Background: an optimization exercise with open tools, aiming at small area, a short achievable clock period and few clock cycles. Do not read the settings as production practice.
In this exercise RTL edits were held to simulation tests only and were not proved equivalent to the original.

==> design/flow/design.v <==
package lrtf_pkg;
    localparam int TIME_W   = 32;
    localparam int VALUE_W  = 16;
    localparam int CMD_W    = 2;
    localparam int STATUS_W = 3;
    localparam int PID_W    = 4;
    localparam int IN_W     = 32;
    localparam int OUT_W    = 136;
    localparam logic [CMD_W-1:0] CMD_ADD   = 2'd0;
    localparam logic [CMD_W-1:0] CMD_TICK  = 2'd1;
    localparam logic [CMD_W-1:0] CMD_CLEAR = 2'd2;
    localparam logic [STATUS_W-1:0] ST_ADDED    = 3'd0;
    localparam logic [STATUS_W-1:0] ST_REJECTED = 3'd1;
    localparam logic [STATUS_W-1:0] ST_IDLE     = 3'd2;
    localparam logic [STATUS_W-1:0] ST_RAN      = 3'd3;
    localparam logic [STATUS_W-1:0] ST_FINISHED = 3'd4;
    localparam logic [STATUS_W-1:0] ST_CLEARED  = 3'd5;
endpackage
module lrtf_tick_scheduler_top #(
    parameter int MAX_PROCESSES = 16
) (
    input  logic                           clk,
    input  logic                           rst_n,
    input  logic                           s_tvalid,
    output logic                           s_tready,
    input  logic [lrtf_pkg::IN_W-1:0]      s_tdata,
    input  logic [lrtf_pkg::CMD_W-1:0]     s_tuser,
    output logic                           m_tvalid,
    input  logic                           m_tready,
    output logic [lrtf_pkg::OUT_W-1:0]     m_tdata,
    output logic [lrtf_pkg::STATUS_W-1:0]  m_tuser
);
    localparam int NS  = 16;
    localparam int FSW = 20;
    logic [31:0]      t_reg;
    logic [4:0]       n_reg;
    logic [NS-1:0]    elig;           
    logic [NS-1:0]    pend;           
    logic [15:0]      arr   [NS];
    logic [16:0]      ab    [NS];     
    logic [15:0]      rem   [NS];
    logic [FSW-1:0]   fs    [NS];
    logic [NS-1:0]    started;
    logic             pm    [NS][NS];  
    logic             p_valid;
    logic [2:0]       p_status;
    logic [3:0]       p_id;
    logic [15:0]      p_arr;
    logic [16:0]      p_ab;
    logic [FSW-1:0]   p_fs;
    logic        acc, is_add, is_tick, is_clr, add_ok, arrived_now;
    logic [15:0] s_arr, s_burst;
    assign s_tready = !p_valid || m_tready;
    assign acc      = s_tvalid && s_tready;
    assign s_arr    = s_tdata[15:0];
    assign s_burst  = s_tdata[31:16];
    assign is_add   = acc && (s_tuser == lrtf_pkg::CMD_ADD);
    assign is_tick  = acc && (s_tuser == lrtf_pkg::CMD_TICK);
    assign is_clr   = acc && (s_tuser == lrtf_pkg::CMD_CLEAR);
    assign add_ok   = is_add && (s_burst != 16'd0) && !n_reg[4];
    assign arrived_now = (t_reg[31:16] != 16'd0) || (s_arr <= t_reg[15:0]);
    logic [NS-1:0] win, one, sel, wr, upd;
    logic [15:0]   rem_dec [NS];
    logic [NS-1:0] beats   [NS];
    for (genvar i = 0; i < NS; i++)
    begin : g_win
        for (genvar j = 0; j < NS; j++)
        begin : g_pair
            if (i < j)
                assign beats[i][j] = pm[i][j] || !elig[j];
            else if (i > j)
                assign beats[i][j] = !pm[j][i] || !elig[j];
            else
                assign beats[i][j] = 1'b1;
        end
        assign win[i]     = elig[i] && (&beats[i]);
        assign rem_dec[i] = rem[i] - 16'd1;
        assign one[i]     = (rem[i] == 16'd1);
    end
    logic        found, win_last, win_started;
    logic [3:0]  win_id;
    logic [15:0] win_rem_dec, win_arr;
    logic [16:0] win_ab;
    logic [FSW-1:0] win_fs;
    always_comb
    begin
        found       = |elig;
        win_last    = 1'b0;
        win_started = 1'b0;
        win_id      = '0;
        win_rem_dec = '0;
        win_arr     = '0;
        win_ab      = '0;
        win_fs      = '0;
        for (int i = 0; i < NS; i++)
        begin
            win_last    |= win[i] & one[i];
            win_started |= win[i] & started[i];
            win_id      |= {4{win[i]}} & 4'(i);
            win_rem_dec |= {16{win[i]}} & rem_dec[i];
            win_arr     |= {16{win[i]}} & arr[i];
            win_ab      |= {17{win[i]}} & ab[i];
            win_fs      |= {FSW{win[i]}} & fs[i];
        end
    end
    logic [31:0]   kb;
    logic [NS-1:0] kgt, keq;
    assign kb = (s_tuser == lrtf_pkg::CMD_TICK) ? {win_rem_dec, ~win_arr} : {s_burst, ~s_arr};
    for (genvar j = 0; j < NS; j++)
    begin : g_cmp
        assign kgt[j] = kb >  {rem[j], ~arr[j]};
        assign keq[j] = kb == {rem[j], ~arr[j]};
    end
    for (genvar i = 0; i < NS; i++)
    begin : g_row
        for (genvar j = i + 1; j < NS; j++)
        begin : g_col
            always_ff @(posedge clk)
            begin
                if (upd[i])
                    pm[i][j] <= kgt[j] || keq[j];
                else if (upd[j])
                    pm[i][j] <= !kgt[i];
            end
        end
    end
    logic [31:0] t_inc;
    logic [16:0] t_lo1;
    logic        t_hi0;
    assign t_inc = (t_reg == 32'hFFFF_FFFF) ? t_reg : t_reg + 32'd1;
    assign t_lo1 = {1'b0, t_reg[15:0]} + 17'd1;
    assign t_hi0 = (t_reg[31:16] == 16'd0) && !t_lo1[16];
    for (genvar i = 0; i < NS; i++)
    begin : g_slot
        logic arrive;
        assign wr[i]  = add_ok && (n_reg[3:0] == 4'(i));
        assign sel[i] = is_tick && win[i];
        assign upd[i] = wr[i] || sel[i];
        assign arrive = pend[i] && t_hi0 && (arr[i] == t_lo1[15:0]);
        always_ff @(posedge clk)
        begin
            if (wr[i])
            begin
                arr[i]     <= s_arr;
                ab[i]      <= {1'b0, s_arr} + {1'b0, s_burst};
                rem[i]     <= s_burst;
                started[i] <= 1'b0;
            end
            else if (sel[i])
            begin
                rem[i]     <= rem_dec[i];
                started[i] <= 1'b1;
                if (!started[i])
                    fs[i] <= t_reg[FSW-1:0];
            end
        end
        always_ff @(posedge clk or negedge rst_n)
        begin
            if (!rst_n)
            begin
                elig[i] <= 1'b0;
                pend[i] <= 1'b0;
            end
            else if (is_clr)
            begin
                elig[i] <= 1'b0;
                pend[i] <= 1'b0;
            end
            else if (wr[i])
            begin
                elig[i] <= arrived_now;
                pend[i] <= !arrived_now;
            end
            else if (is_tick)
            begin
                elig[i] <= (elig[i] && !(win[i] && one[i])) || arrive;
                pend[i] <= pend[i] && !arrive;
            end
        end
    end
    always_ff @(posedge clk or negedge rst_n)
    begin
        if (!rst_n)
        begin
            t_reg    <= '0;
            n_reg    <= '0;
            p_valid  <= 1'b0;
            p_status <= '0;
            p_id     <= '0;
        end
        else
        begin
            if (s_tready)
                p_valid <= s_tvalid;
            if (acc)
            begin
                p_id <= '0;
                case (s_tuser)
                    lrtf_pkg::CMD_ADD:
                    begin
                        if (add_ok)
                        begin
                            p_status <= lrtf_pkg::ST_ADDED;
                            p_id     <= n_reg[3:0];
                            n_reg    <= n_reg + 5'd1;
                        end
                        else
                            p_status <= lrtf_pkg::ST_REJECTED;
                    end
                    lrtf_pkg::CMD_TICK:
                    begin
                        t_reg <= t_inc;
                        if (!found)
                            p_status <= lrtf_pkg::ST_IDLE;
                        else
                        begin
                            p_id     <= win_id;
                            p_status <= win_last ? lrtf_pkg::ST_FINISHED : lrtf_pkg::ST_RAN;
                        end
                    end
                    lrtf_pkg::CMD_CLEAR:
                    begin
                        p_status <= lrtf_pkg::ST_CLEARED;
                        t_reg    <= '0;
                        n_reg    <= '0;
                    end
                    default:
                        p_status <= lrtf_pkg::ST_REJECTED;
                endcase
            end
        end
    end
    always_ff @(posedge clk)
    begin
        if (acc)
        begin
            p_arr <= win_arr;
            p_ab  <= win_ab;
            p_fs  <= win_started ? win_fs : t_reg[FSW-1:0];
        end
    end
    logic [31:0] o_fs, o_tat, o_resp, o_wait;
    logic [32:0] o_w33;
    logic        o_fin;
    assign o_fs   = {t_reg[31:FSW] - {{(31-FSW){1'b0}}, (p_fs > t_reg[FSW-1:0])}, p_fs};
    assign o_tat  = t_reg - {16'd0, p_arr};
    assign o_resp = o_fs - {16'd0, p_arr};
    assign o_w33  = {1'b0, t_reg} - {16'd0, p_ab};
    assign o_wait = o_w33[32] ? 32'd0 : o_w33[31:0];
    assign o_fin  = (p_status == lrtf_pkg::ST_FINISHED);
    assign m_tvalid = p_valid;
    assign m_tuser  = p_status;
    assign m_tdata  = o_fin ? {4'd0, o_wait, o_tat, o_resp, t_reg, p_id}
                            : {132'd0, p_id};
endmodule
==> design/flow/run.sh <==
#!/bin/bash
# synth_recipe.tcl (not shown) runs the flow's synth.tcl, then flattens the netlist and writes it again
# the make line also repeats each setting of config.mk as NAME=value (left out here)
make -C /OpenROAD-flow-scripts/flow DESIGN_CONFIG=/design/flow/config.mk WORK_HOME=/design/flow/orfs CLKGATE_MAP_FILE= SYNTH_SCRIPT=/design/flow/synth_recipe.tcl finish
==> design/flow/config.mk <==
export PLATFORM = sky130hd
export DESIGN_NAME = lrtf_tick_scheduler_top
export DESIGN_NICKNAME = lrtf_tick_scheduler_top
export VERILOG_FILES = /design/flow/design.v
export SDC_FILE = /design/flow/constraint.sdc
export NUM_CORES = 4
export LEC_CHECK = 0
export CAP_MARGIN = 20
export CORE_MARGIN = 2
export CORE_UTILIZATION = 40
export SETUP_SLACK_MARGIN = 1.5
export SLEW_MARGIN = 20
==> design/flow/constraint.sdc <==
create_clock -name core_clock -period 6.0 [get_ports {clk}]
set_input_delay 1.2000 -clock core_clock [delete_from_list [all_inputs] [get_ports {clk}]]
set_output_delay 1.2000 -clock core_clock [all_outputs]
set_load 0.01 [all_outputs]
==> summary.txt <==
[cells in the final DEF (no fill, tap or decap), types with 92 or more instances in the layout]
cell type | netlist | final
buf_12 | 0 | 99
nor2_1 | 594 | 537
a21oi_1 | 419 | 359
buf_4 | 9 | 902
buf_6 | 3 | 92
o21ai_0 | 287 | 215
nand4_1 | 254 | 254
a21o_1 | 121 | 121
ha_1 | 652 | 604
xor2_1 | 134 | 132
mux2_2 | 100 | 100
nor3_1 | 144 | 108
inv_1 | 398 | 367
nand3_1 | 142 | 124
a22o_1 | 142 | 138
a221oi_1 | 157 | 138
edfxtp_1 | 1277 | 1277
clkdlybuf4s50_1 | 0 | 119
nand2b_1 | 119 | 117
a22oi_1 | 213 | 202
clkbuf_16 | 0 | 165
xnor2_1 | 382 | 343
nand2_1 | 411 | 400
[per-layer routing]
metal / wire, µm / up-vias / global-route usage
met2: 178000 / 5300 / 0.564
met4: 25900 / 34 / 0.197
met3: 54900 / 1083 / 0.115
li1: - / 30300 / -
met5: 260 / - / 0
met1: 173000 / 37200 / 0.553
[layout make-up]
| class | instances | share of cell area |
|---|---|---|
| clock buffer | 194 | 0.0394 |
| tap | 2688 | 0.0319 |
| clock inverter | 96 | 0.0101 |
| multi-input combinational | 5233 | 0.406 |
| timing repair buffer | 1283 | 0.112 |
| inverter | 408 | 0.0153 |
| sequential | 1370 | 0.385 |
| antenna | 20 | 0.000475 |
[through the flow]
stage / std cells / hold slack [ns] / setup TNS (ns)
global route: 11300 / 0.335 / 0
floorplan: 7379 / 0.457 / 0
detailed placement: 10700 / 0.477 / -16.90
global placement: 10700 / 0.469 / -16.29
CTS: 11100 / 0.292 / 0
finish: 11300 / 0.327 / 0
[worst max path at each step]
stage | start | cells past startpoint | slack (ns) | to
final | t_reg[3] | 14 | 0.17 | m_tdata[62]
after global routing | t_reg[14] | 20 | 0.03 | m_tdata[67]
after global placement | s_tuser[0] | 19 | -0.67 | pm[222]
after floorplan | t_reg[4] | 19 | 1.07 | m_tdata[62]
after detailed placement | s_tuser[0] | 19 | -0.66 | pm[222]
after CTS | p_fs[9] | 19 | 0.22 | m_tdata[67]
[power groups by stage]
stage	sequential [W]	combinational, W	clock, W
floorplan	0.0111	0.00338	0
global placement	0.0112	0.00653	0
detailed placement	0.0112	0.00657	0
CTS	0.0110	0.00710	0.00992
global route	0.0110	0.00814	0.0103
finish	0.0110	0.00785	0.00986
[timing repair]
item / 4_1_cts / 5_1_grt
hold buffers: 0 / 0
setup buffers: 104 / 119
hold endpoints to repair: 0 / 0
pin swaps: 97 / 162
cloned: 8 / 9
gates resized for setup: 535 / 470
setup endpoints to repair: 257 / 310
[cell families after synthesis]
kind of cell / Yosys count
and+or+nand+nor: 2057
AOI/OAI and AO/OA: 1795
DFF: 1370
buffers and inverters: 779
adders and majority gates: 656
xor gates and xnor gates: 581
muxes: 137
other: 1
[worst max-delay path: stages, from the launching register on]
cell      delay [ns]
dfrtp_1         0.76
inv_1           0.15
ha_1            0.34
a21oi_1         0.10
o221ai_1        0.25
a21oi_2         0.05
nor2_1          0.12
ha_2            0.25
or3b_4          0.42
nor2_4          0.11
xnor2_2         0.11
or4_1           0.51
or2_4           0.28
a21oi_4         0.14
buf_2           0.17
==> reports/results.ini <==
[sta]
max_slew_margin = 0.146
worst_slew_pin_slew_ns = 1.25
clock.fmax_ghz = 0.171
finalWorstSetupSlack_ns = 0.169
setup_viol = 0
final.period_utilization = 0.972
hold_viol_final = 0
slew_violations = 0
skew_ns = 0.0742
period_needed_ns = 5.83
rsz0062_at_grt = yes

[setup_path]
r2r_slack_ns = 0.32
reg2regPathDepth = 19
cp_max_fo = 5
worstPathRequired_ns = 4.80
end_kind = output pin
r2r-start = rem[13][7]
crit_type = flop to output pin
cp-start-kind = flop
worstPathArrival_ns = 4.63
rr_endpoint = pm[71]

[layout]
nets = 9149
area_growth_pct = 28.5
largest_register_ffs = 320
layout-drive-gt1-share = 0.253
regArea_um2 = 40600
multi_input_area_um2 = 42800
final_area_um2 = 105000
largest_register = fs
fillers = 18100
final_util = 0.516
reg.largest.list = fs x320, ab x272

[floorplan]
rows = 166
top_level_ports = 179
fp.dieH_um = 457
die_w_um = 457
start_util = 0.402
fp.coreArea_um2 = 204000
die_area_um2 = 209000

[routing]
drt_iter0_drc = 11600
routed_wl_um = 431000
ant_nets = 0
drc = 0
wl_per_cell_um = 38.2
viasPerCell = 6.55
vias = 74000
first_pass_iters = 7

[cts]
path_clk_slew_ns = 0.06
cts_buffers = 159
cts_tree = yes
clk_path_buf_depth = 3
htreeDepth = 4
insertion_delay_ns = 0.86
clock-sinks = 1370
clock-root-buffer = clkbuf_16

[grt]
antenna_found_initial = 41
grt_pass1_vias = 67600
grt_pass1_wl_um = 574000
grt_start_max_net_pins = 87
grt_overflow_total = 0
grt.total_usage = 0.398

[place]
placement.io_buffers = 174
pre_cts_slack_ns = -0.656
place_congestion = 1.13
dp_hpwl_um = 320000
placed_area_um2 = 94100

[synthesis]
avgSynthCellArea_um2 = 11.1
yosys.area.top_type = edfxtp_1
synth_top_area_frac = 0.468
synth-simple-area-share = 0.125
synth.most_common_cell = edfxtp_1
synthTopCellsByArea = edfxtp_1, ha_1, xnor2_1
synth_seq_area_share = 0.495
yosys_register_bits = 1370
synth-edff-count = 1277
synth_area_um2 = 82000
synth_cells = 7376
synth_top_family_by_area = compound AO/OA/AOI/OAI gates
yosys-top-cells-count = edfxtp_1, ha_1, nor2_1
async_flop_share = 0.0562
synth.area.mux_share = 0.0182
synth_xor_area_frac = 0.0727
synth-compound-area-share = 0.151
yosysWarnings = 8
synthFlopType = edfxtp_1
synth_fa_ha_area_frac = 0.100
ys_types = 99

[run]
max_cap_viol_count = 0

[pwr]
power_frac_seq = 0.383
ir_drop_v = 0.000364
powerDensity_nw_per_um2 = 272
p_clk_frac = 0.343
comb_power_share = 0.274
power.share.switching = 0.323
fin_total_pwr_w = 0.0287
p_switching_w = 0.00927
p_leak_nw = 41.3
internal-power_w = 0.0195

[worst_hold_path]
hp-class = input port to async pin

[run_status]
status = timing/DRC/antenna clean

separate check: timing with driven ports:
No port has a modelled driver above. Below, the same layout with a new extraction and two added sets of constraints.
Step 1: set_driving_cell puts a clkbuf_16 on clk and a buf_2 on each other input, an assumption about the parent block.
Step 2 adds t to the input delays and takes it off the output delays; t is the mean of the earliest and latest rising clock arrival at the registers after step 1. Input paths then give back, and output paths get back, about the clock's delay inside the block.
Slacks: no drivers / after step 1 / after step 2; pairs: no drivers / after step 1.
shift t [ns]: 0.935
setup WS [ns]: 0.169 / 0.065 / -0.100
worst setup path at the end: input to register
worst slew at a driven data input, ns: 0.15
cell pins on the clock port's net: 1
Met with ideal ports but missed after step 2: setup timing in this run. For this run, drivers alone change the setup slack by -0.104 ns; drivers and shift together by -0.269 ns.
